This design comes from an exercise in tuning for small area and a short achievable clock period on the open sky130 flow, not from production work. The RTL was checked by simulation tests, not by an equivalence proof against the original design.

[flow/design.v]
module finv_pipe #(
   parameter int LATENCY = 2
) (
   input  logic        clk,
   input  logic        rst,
   input  logic        valid_in,
   input  logic [31:0] x,
   output logic        valid_out,
   output logic [31:0] y,
   output logic        ovf
);
   if (LATENCY != 2) begin : g_latency_check
      $error("finv_pipe: only LATENCY=2 is implemented");
   end
   localparam int ND = 12;    
   localparam int W  = 25;    
   function automatic logic [2:0] qsel_f(input logic [6:0] n_u, input logic [2:0] d3);
      logic signed [6:0] n, m2, m1, m0, mm1;
      n = $signed(n_u);
      case (d3)
         3'd0: begin m2 = 7'sd12; m1 = 7'sd4; m0 = -7'sd5; mm1 = -7'sd13; end
         3'd1: begin m2 = 7'sd14; m1 = 7'sd4; m0 = -7'sd5; mm1 = -7'sd15; end
         3'd2: begin m2 = 7'sd15; m1 = 7'sd4; m0 = -7'sd5; mm1 = -7'sd16; end
         3'd3: begin m2 = 7'sd16; m1 = 7'sd5; m0 = -7'sd6; mm1 = -7'sd17; end
         3'd4: begin m2 = 7'sd18; m1 = 7'sd5; m0 = -7'sd6; mm1 = -7'sd19; end
         3'd5: begin m2 = 7'sd20; m1 = 7'sd5; m0 = -7'sd6; mm1 = -7'sd21; end
         3'd6: begin m2 = 7'sd22; m1 = 7'sd6; m0 = -7'sd7; mm1 = -7'sd22; end
         default: begin m2 = 7'sd24; m1 = 7'sd6; m0 = -7'sd7; mm1 = -7'sd24; end
      endcase
      qsel_f = {n < m0,
                (n >= m2) || (n < mm1),
                ((n >= m1) && (n < m2)) || ((n >= mm1) && (n < m0))};
   endfunction
   logic        s_a;
   logic [7:0]  e_a;
   logic [22:0] f_a;
   logic [22:0] mf_a;      
   logic        nan_a, inf_a, zro_a;
   logic [7:0]  eb_a;      
   logic [W-1:0] dm_a, r1_a;
   logic [2:0]  q2_a;
   assign s_a = x[31];
   assign e_a = x[30:23];
   assign f_a = x[22:0];
   always_comb begin
      nan_a = (e_a == 8'hFF) && (f_a != 23'h0);
      zro_a = ((e_a == 8'hFF) && (f_a == 23'h0)) || (e_a == 8'hFE);
      inf_a = (e_a == 8'h00) && (f_a[22:21] == 2'b00);
      if (e_a != 8'h00) begin
         mf_a = f_a;
         eb_a = 8'd253 - e_a;
      end else if (f_a[22]) begin
         mf_a = {f_a[21:0], 1'b0};
         eb_a = 8'd253;
      end else begin
         mf_a = {f_a[20:0], 2'b00};
         eb_a = 8'd254;
      end
   end
   assign dm_a = {2'b01, mf_a};
   assign r1_a = W'(1 << 24) - (mf_a[22] ? dm_a : (dm_a << 1));
   assign q2_a = qsel_f(r1_a[W-1:W-7], mf_a[22:20]);
   logic         v1, s1, nan1, zro1, inf1;
   logic [7:0]   eb1;
   logic [22:0]  mf1;
   logic [2:0]   q21;
   always_ff @(posedge clk) begin
      if (rst) v1 <= 1'b0;
      else     v1 <= valid_in;
      s1   <= s_a;
      nan1 <= nan_a;
      zro1 <= zro_a;
      inf1 <= inf_a;
      eb1  <= eb_a;
      mf1  <= mf_a;
      q21  <= q2_a;
   end
   logic [W-1:0] dm;
   logic [ND:0][W-1:0] ws, wc;
   logic [ND:0]  qn, q2, q1;    
   assign dm    = {2'b01, mf1};
   assign ws[1] = ~(mf1[22] ? dm : (dm << 1));
   assign wc[1] = W'(1) + (W'(1) << 24);
   for (genvar j = 2; j <= ND; j++) begin : g_row
      logic [W-1:0] s4, c4, opn, op;
      logic         one, two, sub, neg;
      assign s4 = ws[j-1] << 2;
      assign c4 = wc[j-1] << 2;
      if (j == 2) begin : g_q2
         assign {neg, two, one} = q21;
      end else begin : g_qs
         finv_qsel u_qsel (.s(ws[j-1][W-1:W-7]), .c(wc[j-1][W-1:W-7]), .d3(mf1[22:20]),
                           .one(one), .two(two), .neg(neg));
      end
      assign sub   = ~neg & (one | two);
      assign qn[j] = neg;
      assign q2[j] = two;
      assign q1[j] = one;
      for (genvar i = 0; i < W; i++) begin : g_op
         finv_aoi22 u_m (.a1(one), .a2(dm[i]), .b1(two), .b2((i > 0) ? dm[i-1] : 1'b0),
                         .y(opn[i]));
         finv_xnor2 u_x (.a(opn[i]), .b(sub), .y(op[i]));
      end
      assign ws[j][1:0] = op[1:0];
      assign wc[j][0]   = sub;
      assign wc[j][2:1] = 2'b00;
      if (j == 2) begin : g_first
         assign ws[j][2] = ~(s4[2] ^ op[2]);
         assign wc[j][3] = s4[2] | op[2];
         for (genvar i = 3; i < W; i++) begin : g_h
            if (i < W - 1) begin : g_c
               finv_ha u_h (.a(s4[i]), .b(op[i]), .s(ws[j][i]), .co(wc[j][i+1]));
            end else begin : g_t
               assign ws[j][i] = s4[i] ^ op[i];
            end
         end
      end else begin : g_rest
         for (genvar i = 2; i < W; i++) begin : g_f
            if (i == 3 || i == 4) begin : g_h
               finv_ha u_h (.a(s4[i]), .b(op[i]), .s(ws[j][i]), .co(wc[j][i+1]));
            end else if (i < W - 1) begin : g_c
               finv_fa u_f (.a(s4[i]), .b(c4[i]), .c(op[i]), .s(ws[j][i]), .co(wc[j][i+1]));
            end else begin : g_t
               assign ws[j][i] = s4[i] ^ c4[i] ^ op[i];
            end
         end
      end
   end
   logic         s2, nan2, zro2, inf2;
   logic [7:0]   eb2;
   logic [22:0]  mf2;
   logic [W-1:0] ws2;
   logic [W-1:0] wc2;
   logic [ND:2]  qn2, qt2, qo2;
   always_ff @(posedge clk) begin
      if (rst) valid_out <= 1'b0;
      else     valid_out <= v1;
      s2   <= s1;
      nan2 <= nan1;
      zro2 <= zro1;
      inf2 <= inf1;
      eb2  <= eb1;
      mf2  <= mf1;
      ws2  <= ws[ND];
      wc2  <= {wc[ND][W-1:3], 2'b00, wc[ND][0]};
      qn2  <= qn[ND:2];
      qt2  <= q2[ND:2];
      qo2  <= q1[ND:2];
   end
   logic [W+1:0] mx, tp, tm;
   logic         up, dn;
   assign mx = {4'b0001, mf2};
   assign tp = {ws2, 2'b00} + {wc2, 2'b00} - mx;
   assign tm = {ws2, 2'b00} + {wc2, 2'b00} + mx;
   assign up = ~tp[W+1];
   assign dn = tm[W+1];
   logic [23:0] pv, nv, sq;
   always_comb begin
      pv = '0;
      nv = '0;
      pv[23:22] = {~mf2[22], mf2[22]};
      for (int j = 2; j <= ND; j++) begin
         pv[2*(ND-j) +: 2] = {qt2[j] & ~qn2[j], qo2[j] & ~qn2[j]};
         nv[2*(ND-j) +: 2] = {qt2[j] & qn2[j], qo2[j] & qn2[j]};
      end
   end
   assign sq = pv + ~nv + 24'(!dn);
   logic        cy;
   logic [7:0]  ebp;
   logic        of, uf;
   assign cy  = sq[23];
   assign ebp = eb2 + 8'd1;
   assign of  = (eb2 == 8'd254) && cy;
   assign uf  = (eb2 == 8'd0) && !cy;
   always_comb begin
      y   = 32'h0;
      ovf = 1'b0;
      if (nan2)
         y = {s2, 8'hFF, 1'b1, mf2[21:0]};
      else if (inf2 || (!zro2 && of)) begin
         y   = {s2, 8'hFF, 23'h0};
         ovf = 1'b1;
      end else if (!zro2 && !uf)
         y = {s2, cy ? ebp : eb2, sq[21:0], up | dn};
   end
endmodule
module finv_qsel (
   input  logic [6:0] s,
   input  logic [6:0] c,
   input  logic [2:0] d3,
   output logic       one,
   output logic       two,
   output logic       neg
);
   logic signed [6:0] n, m2, m1, m0, mm1;
   assign n = $signed(s + c);
   always_comb begin
      case (d3)
         3'd0: begin m2 = 7'sd12; m1 = 7'sd4; m0 = -7'sd5; mm1 = -7'sd13; end
         3'd1: begin m2 = 7'sd14; m1 = 7'sd4; m0 = -7'sd5; mm1 = -7'sd15; end
         3'd2: begin m2 = 7'sd15; m1 = 7'sd4; m0 = -7'sd5; mm1 = -7'sd16; end
         3'd3: begin m2 = 7'sd16; m1 = 7'sd5; m0 = -7'sd6; mm1 = -7'sd17; end
         3'd4: begin m2 = 7'sd18; m1 = 7'sd5; m0 = -7'sd6; mm1 = -7'sd19; end
         3'd5: begin m2 = 7'sd20; m1 = 7'sd5; m0 = -7'sd6; mm1 = -7'sd21; end
         3'd6: begin m2 = 7'sd22; m1 = 7'sd6; m0 = -7'sd7; mm1 = -7'sd22; end
         default: begin m2 = 7'sd24; m1 = 7'sd6; m0 = -7'sd7; mm1 = -7'sd24; end
      endcase
   end
   assign neg = (n < m0);
   assign two = (n >= m2) || (n < mm1);
   assign one = ((n >= m1) && (n < m2)) || ((n >= mm1) && (n < m0));
endmodule
module finv_fa (
   input  logic a,
   input  logic b,
   input  logic c,
   output logic s,
   output logic co
);
   assign s  = a ^ b ^ c;
   assign co = (a & b) | (a & c) | (b & c);
endmodule
module finv_ha (
   input  logic a,
   input  logic b,
   output logic s,
   output logic co
);
   assign s  = a ^ b;
   assign co = a & b;
endmodule
module finv_aoi22 (
   input  logic a1,
   input  logic a2,
   input  logic b1,
   input  logic b2,
   output logic y
);
   assign y = ~((a1 & a2) | (b1 & b2));
endmodule
module finv_xnor2 (
   input  logic a,
   input  logic b,
   output logic y
);
   assign y = ~(a ^ b);
endmodule
[flow/constraint.sdc]
create_clock -name core_clock -period 125.0 [get_ports {clk}]
set_input_delay 25.0000 -clock core_clock [delete_from_list [all_inputs] [get_ports {clk}]]
set_output_delay 25.0000 -clock core_clock [all_outputs]
set_load 0.01 [all_outputs]
[flow/config.mk]
export PLATFORM = sky130hd
export DESIGN_NAME = finv_pipe
export DESIGN_NICKNAME = finv_pipe
export VERILOG_FILES = /design/flow/design.v
export SDC_FILE = /design/flow/constraint.sdc
export NUM_CORES = 4
export LEC_CHECK = 0
export CAP_MARGIN = 20
export CORE_MARGIN = 2
export CORE_UTILIZATION = 40
export SLEW_MARGIN = 20
[flow/run.sh]
#!/bin/bash
# synth_recipe.tcl (not shown) runs the flow's synth.tcl, then flattens the netlist and writes it again
# the make line also repeats each setting of config.mk as NAME=value (left out here)
make -C /OpenROAD-flow-scripts/flow DESIGN_CONFIG=/design/flow/config.mk WORK_HOME=/design/flow/orfs CLKGATE_MAP_FILE= SYNTH_SCRIPT=/design/flow/synth_recipe.tcl finish
==> flow_summary.ini, run 1 <==
[route]
drtIter0Drc = 1649
dr.pass1.iters = 8
vias_per_cell = 5.61
routed-via-count = 21182
drt-wirelength-per-cell_microns = 20.2
ant_nets = 0
wirelength_microns = 76400
route.detailed.drc = 0

[timing]
tightest_slew_ns = 1.10
setup_violations = 0
clock-skew-final_ns = 0.0208
rsz0062_at_grt = false
hold_viol = 0
post-route-period-util_pct = 36.0
slew_headroom_pct = 25.0
fmax_mhz = 22.2
drv_slew = 0
setup-tns-final_ns = 0
setup_slack_ns = 80.02
period_needed_ns = 44.98

[clock_network]
cts_tree = done
post_cts_resized = 0
cts.clk_slew.worst_paths_ns = 0.08
clockBufferDepth = 2
postCtsSetupBuffers = 0
cts_max_level = 4
clkSinkCount = 156
root_buffer = clkbuf_16
insertion_delay_ns = 0.45
ctsHoldBuffers = 0
cts_buffers = 17

[synth]
ys_seq_area_share_pct = 12.4
synth_top_family_by_area = adder cells
yosysTopAreaCell = ha_1
yosysWarningCount = 2
ys.flop_type = dfxtp_1
synth_fa_ha_area_share_pct = 31.8
synth-simple-area-share_pct = 11.2
synthMuxAreaShare_pct = 2.62
synth-edff-count = 0
synth_common_cells = ha_1 (321), inv_1 (321), a22oi_1 (202)
synth_compound_gate_area_share_pct = 21.5
synthArstFlopShare_pct = 0
postSynthCellCount = 2949
yosys.area_share.xor_xnor_pct = 13.0
syn_avg_cell_area_sq_um = 8.57
syn-cell-area_sq_um = 25300
synthDistinctLibCells = 92
ys_ff_latch = 156
synthTopCellsByArea = ha_1 (16%), fa_1 (16%), dfxtp_1 (12%)
yosysTopAreaCellShare_pct = 15.9

[placement]
dp_hpwl_microns = 60300
placement.io_buffers = 68
pre_cts_ws_ns = 78.76
gp_congestion = 0.956

[critical_path]
crit_path_end_kind = flip-flop
cp_top_family = compound AO/OA/AOI/OAI gates
slowest_delay_ns = 0.88
start_kind = flip-flop
worstPathRequired_ns = 125.34
critPathMaxFanout = 50
crit_arrival_ns = 45.32
path_common_cell = fa_1
cp.buffers_inverters = 22
path_class = reg -> reg
slowest_stage = a21oi_2

[grt]
grt_pass1_wl_microns = 122000
gr-total-overflow = 0
antenna_found_initial = 1
grt_pass1_vias = 21155
grt_max_degree = 51
grt_usage_pct = 23.5

[cells_and_area]
nNetsFinal = 3474
regArea_sq_um = 3120
diodes = 0
num-fill-cells = 6175
multi_input_area_sq_um = 20400
area_growth_syn_to_layout_pct = 8.99
drive_gt1_share_pct = 5.90

[run]
cap_violations = 0

[die]
design.die.area_sq_um = 65200
die_w_microns = 255
die_y_microns = 255
core_area_sq_um = 62700
rows = 92
ioPinCount = 69
initial_core_util_pct = 40.3

[worst_hold_path]
hold_class = reg -> reg

[status]
status = timing/DRC/antenna clean
[state kept, by name (all words and copies together), names as in the netlist]
register / cells
zro2: 1
eb2: 8
wc2: 23
inf1: 1
mf1: 23
eb1: 8
ws2: 25
nan1: 1
s1: 1
mf2: 23
zro1: 1
valid_out: 1
v1: 1
qn2: 11
qo2: 11
inf2: 1
q21: 3
nan2: 1
s2: 1
qt2: 11
[layout by cell type (no fill, tap or decap), drive strengths merged, types with 55 or more instances in the layout]
master / synthesis / routed
fa: 200 / 200
buf: 37 / 55
xor2: 167 / 167
nor2: 132 / 132
o21ai: 150 / 150
a22oi: 221 / 221
mux2i: 58 / 58
clkdlybuf4s50: 0 / 68
nand2: 164 / 164
a21oi: 129 / 129
xnor2: 203 / 203
ha: 321 / 321
inv: 322 / 328
dfxtp: 156 / 156
[cells by family after synthesis]
kind of cell               Yosys count
DFF                                156
buffers and inverters              496
xor gates and xnor gates           370
adders and majority gates          523
and+or+nand+nor                    562
AOI/OAI and AO/OA                  779
muxes                               63
[per-layer routing]
metal	global-route usage, %	share of wire (%)	vias up
li1	-	-	10140
met1	32.3	45	10345
met5	0	0	-
met4	6.36	2.4	0
met2	39.6	48	598
met3	1.59	4.5	99
[worst reg2reg max path: cells and delay by family (launching register included)]
kind	cells	cell delay, ns
buf+inv	22	3.13
compound gates	52	14.34
simple gates	29	5.30
flops	1	0.31
mux	5	2.77
xor+xnor	19	5.60
fa+ha+maj	36	13.37
[stage by stage]
stage	hold slack (ns)	instances	util [%]	area (sq um)
final	0.328	3777	43.9	27500
after global placement	0.311	3745	42.8	26900
after CTS	0.330	3777	43.8	27500
after floorplan	0.310	2949	-	25300
after global routing	0.332	3777	43.9	27500
after detailed placement	0.312	3745	42.8	26900
[path summary, 6_finish.rpt]
| path | start | to | slack, ns | depth (start not counted) |
|---|---|---|---|---|
| max | q21[2]$_DFF_P_ | ws2[5]$_DFF_P_ | 80.02 | 163 |
| min | eb1[2]$_SDFF_PN1_ | eb2[2]$_DFF_P_ | 0.33 | 0 |
| max reg2reg | q21[2]$_DFF_P_ | ws2[5]$_DFF_P_ | 80.02 | 163 |
| min reg2reg | eb1[2]$_SDFF_PN1_ | eb2[2]$_DFF_P_ | 0.33 | 0 |
[final cells by class]
cell class | instances | share of cell area (%)
Multi-Input combinational cell | 2297 | 74.1
Sequential cell | 156 | 11.3
Inverter | 323 | 4.40
Timing Repair Buffer | 123 | 3.97
Tap cell | 846 | 3.84
Clock buffer | 17 | 1.54
Clock inverter | 15 | 0.750
==> inputs of run 2 (changes only) <==
--- a/flow/config.mk
+++ b/flow/config.mk
@@ -11 +11,3 @@
 export SLEW_MARGIN = 20
+export SYNTH_HIERARCHICAL = 1
+export SYNTH_MINIMUM_KEEP_SIZE = 0
==> flow_summary.ini, run 2 <==
[cells_and_area]
nNetsFinal = 3329
largest_register_ffs = 25
area_growth_syn_to_layout_pct = 10.4
top_register = ws2
final_common_cell = xnor2_1
drive_gt1_share_pct = 16.1
instances_no_fill = 3639
final_cell_mix = xnor2_1 (397), ha_1 (314), a22oi_2 (275)
postLayoutCellArea_sq_um = 28900
final_util_pct = 44.7

[route]
route.detailed.drc = 0
ant_nets = 0
drt-wirelength-per-cell_microns = 20.3
wirelength_microns = 74000
vias_per_cell = 5.69
dr.pass1.iters = 7
drtIter0Drc = 1387
routed-via-count = 20722

[clock_network]
post_cts_resized = 0
ctsHoldBuffers = 0
insertion_delay_ns = 0.44
postCtsSetupBuffers = 0
cts_max_level = 4
cts_buffers = 17
root_buffer = clkbuf_16
cts_tree = done
clockBufferDepth = 2
cts.clk_slew.worst_paths_ns = 0.07
clkSinkCount = 156

[critical_path]
slowest_stage = a32o_2
reg2reg_depth = 154
start_kind = flip-flop
crit_arrival_ns = 46.33
crit_path_end_kind = flip-flop
r2r-end = ws2[16]$_DFF_P_
r2r_slack_ns = 78.99
cp.buffers_inverters = 12
slowest_delay_ns = 0.84
cp_top_family = compound AO/OA/AOI/OAI gates
path_class = reg -> reg
r2r_start = q21[1]$_DFF_P_
worstPathRequired_ns = 125.32
critPathMaxFanout = 27
path_common_cell = nor2_1

[synth]
yosysTopAreaCell = fa_1
synth-edff-count = 0
yosysWarningCount = 8
yosysTopAreaCellShare_pct = 16.1
synthTopCellsByArea = fa_1 (16%), ha_1 (15%), xnor2_1 (13%)
ys_ff_latch = 156
synthArstFlopShare_pct = 0
synthDistinctLibCells = 101
ys_seq_area_share_pct = 11.9
syn-cell-area_sq_um = 26200
synth_most_common_cell = xnor2_1
syn_avg_cell_area_sq_um = 9.88
synth_common_cells = xnor2_1 (397), ha_1 (314), a22oi_2 (275)
postSynthCellCount = 2650
ys.flop_type = dfxtp_1

[die]
die_w_microns = 260
ioPinCount = 69
rows = 93
die_y_microns = 260
design.die.area_sq_um = 67500
initial_core_util_pct = 40.5
core_area_sq_um = 64600

[timing]
setup_violations = 0
hold_viol = 0
setup-tns-final_ns = 0
clock-skew-final_ns = 0.0155
fmax_mhz = 21.7
period_needed_ns = 46.01
tightest_slew_ns = 0.943
post-route-period-util_pct = 36.8
slew_headroom_pct = 36.5
rsz0062_at_grt = false
drv_slew = 0

[grt]
grt_pass1_vias = 21184
grt_max_degree = 73
grt_usage_pct = 22.0
antenna_found_initial = 3
grt_pass1_wl_microns = 119000
gr-total-overflow = 0

[worst_hold_path]
hold_depth = 0
min-delay-start = eb1[6]$_SDFF_PN1_
min_to = eb2[6]$_DFF_P_
hold_class = reg -> reg

[placement]
gp_congestion = 0.896
place_area_sq_um = 28300
placedCellCount = 3606
dp_hpwl_microns = 57300
placement.io_buffers = 68

[status]
status = timing/DRC/antenna clean

[run]
cap_violations = 0
[run 2: kinds of logic after synthesis]
group / Yosys count / synth area share [%]
compound gates: 805 / 27.9
xor+xnor: 452 / 15.1
fa+ha+maj: 524 / 31.1
buf+inv: 170 / 2.61
flops: 156 / 11.9
mux: 43 / 1.64
other cells: 2 / 0.0287
simple gates: 498 / 9.67
[run 2: Yosys stat by module, one instance, submodules excluded]
module      cells  flops+latches  cell area [sq um]  copies in the design
finv_aoi22      1              0               12.5                   275
finv_fa         1              0               20.0                   200
finv_ha         1              0               12.5                    41
finv_pipe    1019            156               8950                     1
finv_qsel      84              0                686                    10
finv_xnor2      1              0               8.76                   275
[run 2: routing by layer]
layer	part of all wire, %	global-route usage [%]
met3	3.7	1.98
met4	2.4	5.72
met2	48	37.8
met5	0	0
met1	46	29.6
[run 2: worst reg2reg max path: cells and delay by family, from the launching register on]
kind,cells,cell delay [ns]
simple gates,42,5.65
xor+xnor,21,5.17
flops,1,0.31
compound gates,40,15.13
fa+ha+maj,39,14.92
buf+inv,12,4.72
[run 2: per-stage QoR]
stage	hold WS, ns	worst slack, ns
6_report	0.328	78.99
5_1_grt	0.334	75.75
4_1_cts	0.328	79.04
3_5_place_dp	0.312	79.21
3_3_place_gp	0.311	80.77
2_1_floorplan	0.310	59.80
[run 2: how the worst max path moves through the flow]
stage / from / cells after the start / endpoint
6_report: q21[1]$_DFF_P_ / 154 / ws2[16]$_DFF_P_
5_1_grt: q21[1]$_DFF_P_ / 154 / ws2[19]$_DFF_P_
4_1_cts: q21[0]$_DFF_P_ / 154 / ws2[16]$_DFF_P_
3_5_place_dp: q21[0]$_DFF_P_ / 154 / ws2[6]$_DFF_P_
3_3_place_gp: q21[1]$_DFF_P_ / 154 / ws2[15]$_DFF_P_
2_1_floorplan: q21[1]$_DFF_P_ / 134 / ws2[2]$_DFF_P_
[run 2: final cells by class]
class	instances	area, sq um
fill	6124	35700
sequential	156	3130
multi-input combinational	2366	22600
clock buffer	18	439
inverter	111	417
tap	855	1070
antenna	1	2.50
timing repair buffer	118	1060
clock inverter	14	146
==> inputs of run 3 (changes only) <==
==> flow/flow/run.sh (new file) <==
#!/bin/bash
# Standard layout, with timing repair asked to leave 95 ns of setup slack
# so that the resizer works toward a short achieved period. Each tool's
# output is in orfs/logs; make's own output is in make.log.
set -euo pipefail
bash standard.sh SETUP_SLACK_MARGIN=95 finish > make.log 2>&1
==> flow/standard.sh (new file) <==
#!/bin/bash
# synth_recipe.tcl (not shown) runs the flow's synth.tcl, then flattens the netlist and writes it again
# the make line also repeats each setting of config.mk as NAME=value (left out here)
make -C /OpenROAD-flow-scripts/flow DESIGN_CONFIG=/design/flow/config.mk WORK_HOME=/design/flow/orfs CLKGATE_MAP_FILE= SYNTH_SCRIPT=/design/flow/synth_recipe.tcl "${@:-finish}"
--- a/flow/config.mk
+++ b/flow/config.mk
@@ -11,3 +11 @@
 export SLEW_MARGIN = 20
-export SYNTH_HIERARCHICAL = 1
-export SYNTH_MINIMUM_KEEP_SIZE = 0
removed: flow/run.sh
==> flow_summary.ini, run 3 <==
[clock_network]
cts_tree = done
cts_buffers = 17
insertion_delay_ns = 0.44
ctsHoldBuffers = 0
cts.clk_slew.worst_paths_ns = 0.08
root_buffer = clkbuf_16
cts_max_level = 4
clockBufferDepth = 2
clkSinkCount = 156

[die]
rows = 92
core_area_sq_um = 62700
die_y_microns = 255
die_w_microns = 255
initial_core_util_pct = 40.3
ioPinCount = 69
design.die.area_sq_um = 65200

[synth]
synthArstFlopShare_pct = 0
yosysTopAreaCellShare_pct = 15.9
yosysTopAreaCell = ha_1
ys.flop_type = dfxtp_1
synth_common_cells = ha_1 (321), inv_1 (321), a22oi_1 (202)
syn-cell-area_sq_um = 25300
synthDistinctLibCells = 92
synthTopCellsByArea = ha_1 (16%), fa_1 (16%), dfxtp_1 (12%)
postSynthCellCount = 2949
ys_ff_latch = 156
ys_seq_area_share_pct = 12.4
yosysWarningCount = 2
syn_avg_cell_area_sq_um = 8.57
synth-edff-count = 0

[grt]
grt_usage_pct = 26.8
antenna_found_initial = 0
grt_max_degree = 49
gr-total-overflow = 0
grt_pass1_wl_microns = 138000
grt_pass1_vias = 23849

[placement]
placedCellCount = 3741
dp_hpwl_microns = 59600
pre_cts_ws_ns = 81.87
gp_congestion = 0.918
placement.io_buffers = 68
place_area_sq_um = 27900

[timing]
period_needed_ns = 34.48
tightest_slew_ns = 1.02
setup-tns-final_ns = 0
drv_slew = 0
slew_headroom_pct = 31.8
rsz0062_at_grt = true
clock-skew-final_ns = 0.0215
post-route-period-util_pct = 27.6
setup_slack_ns = 90.52
hold_viol = 0
setup_violations = 0
fmax_mhz = 29.0

[route]
drtIter0Drc = 2016
vias_per_cell = 5.75
drt-wirelength-per-cell_microns = 21.8
dr.pass1.iters = 8
wirelength_microns = 90500
ant_nets = 0
routed-via-count = 23831
route.detailed.drc = 0

[cells_and_area]
final_common_cell = buf_4
instances_no_fill = 4143
nNetsFinal = 3840
postLayoutCellArea_sq_um = 34000
diodes = 0
top_register = ws2
final_util_pct = 54.2
drive_gt1_share_pct = 29.9
largest_register_ffs = 25
area_growth_syn_to_layout_pct = 34.6
final_cell_mix = buf_4 (300), inv_1 (299), ha_1 (275)

[critical_path]
path_common_cell = buf_4
path_class = reg -> reg
slowest_stage = fa_2
cp.buffers_inverters = 53
slowest_delay_ns = 0.63
start_kind = flip-flop
cp_top_family = adder cells
worstPathRequired_ns = 125.32
crit_arrival_ns = 34.80
crit_path_end_kind = flip-flop
critPathMaxFanout = 8

[worst_hold_path]
hold_class = reg -> reg

[status]
status = timing/DRC/antenna clean

[run]
cap_violations = 0
## run 3: changes by cell type in the layout (fill, tap and decap cells not counted), sizes merged, moves of 14 or more
cell           previous run  this run
a21o                     19        46
a22oi                   277       221
nand2                   118       165
a211o                    12        26
clkdlybuf4s50            68        35
inv                     118       331
xor2                     55       167
conb                     44         0
a21oi                   112       134
mux2i                    43        61
xnor2                   397       203
buf                      50       417
a22o                      8        24
## run 3: path summary, 6_finish.rpt
| check | from | to | slack [ns] | cells after the start |
|---|---|---|---|---|
| worst max-delay path | q21[2]$_DFF_P_ | ws2[23]$_DFF_P_ | 90.52 | 180 |
| worst min register to register | eb1[4]$_SDFF_PN1_ | eb2[4]$_DFF_P_ | 0.33 | 0 |
| worst max register to register | q21[2]$_DFF_P_ | ws2[23]$_DFF_P_ | 90.52 | 180 |
| worst min-delay path | eb1[4]$_SDFF_PN1_ | eb2[4]$_DFF_P_ | 0.33 | 0 |
## run 3: per-layer routing
layer | part of all wire, % | wire length, microns | track usage [%] | vias up
li1 | - | - | - | 10963
met1 | 42 | 37800 | 35.5 | 11764
met2 | 48 | 43400 | 45.6 | 895
met3 | 6.3 | 5670 | 2.38 | 209
met4 | 4.0 | 3590 | 9.05 | 0
met5 | 0 | 0 | 0 | -
## run 3: final cells by class
cell class / count / area (sq um)
clock inverters: 14 / 149
clock buffers: 18 / 429
multi-input cells: 2322 / 23600
repair buffers: 463 / 4390
well taps: 846 / 1060
inverters: 323 / 1250
flip-flops and latches: 156 / 3150
repair inverters: 1 / 8.76
fillers: 5459 / 28700
## run 3: repair_timing
action / in CTS / in global routing
setup buffers: 245 / 83
gates resized for setup: 468 / 160
gates cloned: 40 / 2
pin swaps: 172 / 170
endpoints found under the setup margin: 91 / 90
## run 3: cells by family (layout without fill, tap and decap cells)
family,after synthesis,count (layout),share of synthesized area [%]
AO/OA/AOI/OAI,779,794,21.5
XOR/XNOR,370,370,13.0
adder cells (fa/ha/maj),523,523,31.8
buffers and inverters,496,819,7.54
flip-flops,156,156,12.4
multiplexers,63,68,2.62
AND/OR/NAND/NOR,562,567,11.2
## run 3: per-stage QoR
stage / hold WS [ns]
5_1_grt: 0.333
6_report: 0.327
3_3_place_gp: 0.311
4_1_cts: 0.329
3_5_place_dp: 0.314
2_1_floorplan: 0.310

-- port drivers added, routing unchanged --
Ports are ideal in the flow. The routed layouts listed here were re-timed in OpenROAD. Step 1 assumes that a clkbuf_16 drives the clock port and a buf_2 every other input. Step 2 also shifts input and output timing later by t, the mid clock arrival at the registers, as if the neighbouring blocks saw the same clock. a / b / c = ideal ports / drivers / drivers and shift; a / b = the first two.
| run | t, ns | setup WS [ns] | worst slew at a driven data input, ns |
|---|---|---|---|
| run 1 | 0.490 | 80.021 / 80.021 / 80.021 | 0.04 |
| run 2 | 0.482 | 78.986 / 78.986 / 78.986 | 0.05 |
| run 3 | 0.483 | 90.521 / 90.521 / 90.521 | 0.06 |
After both steps every run listed still meets setup and hold.
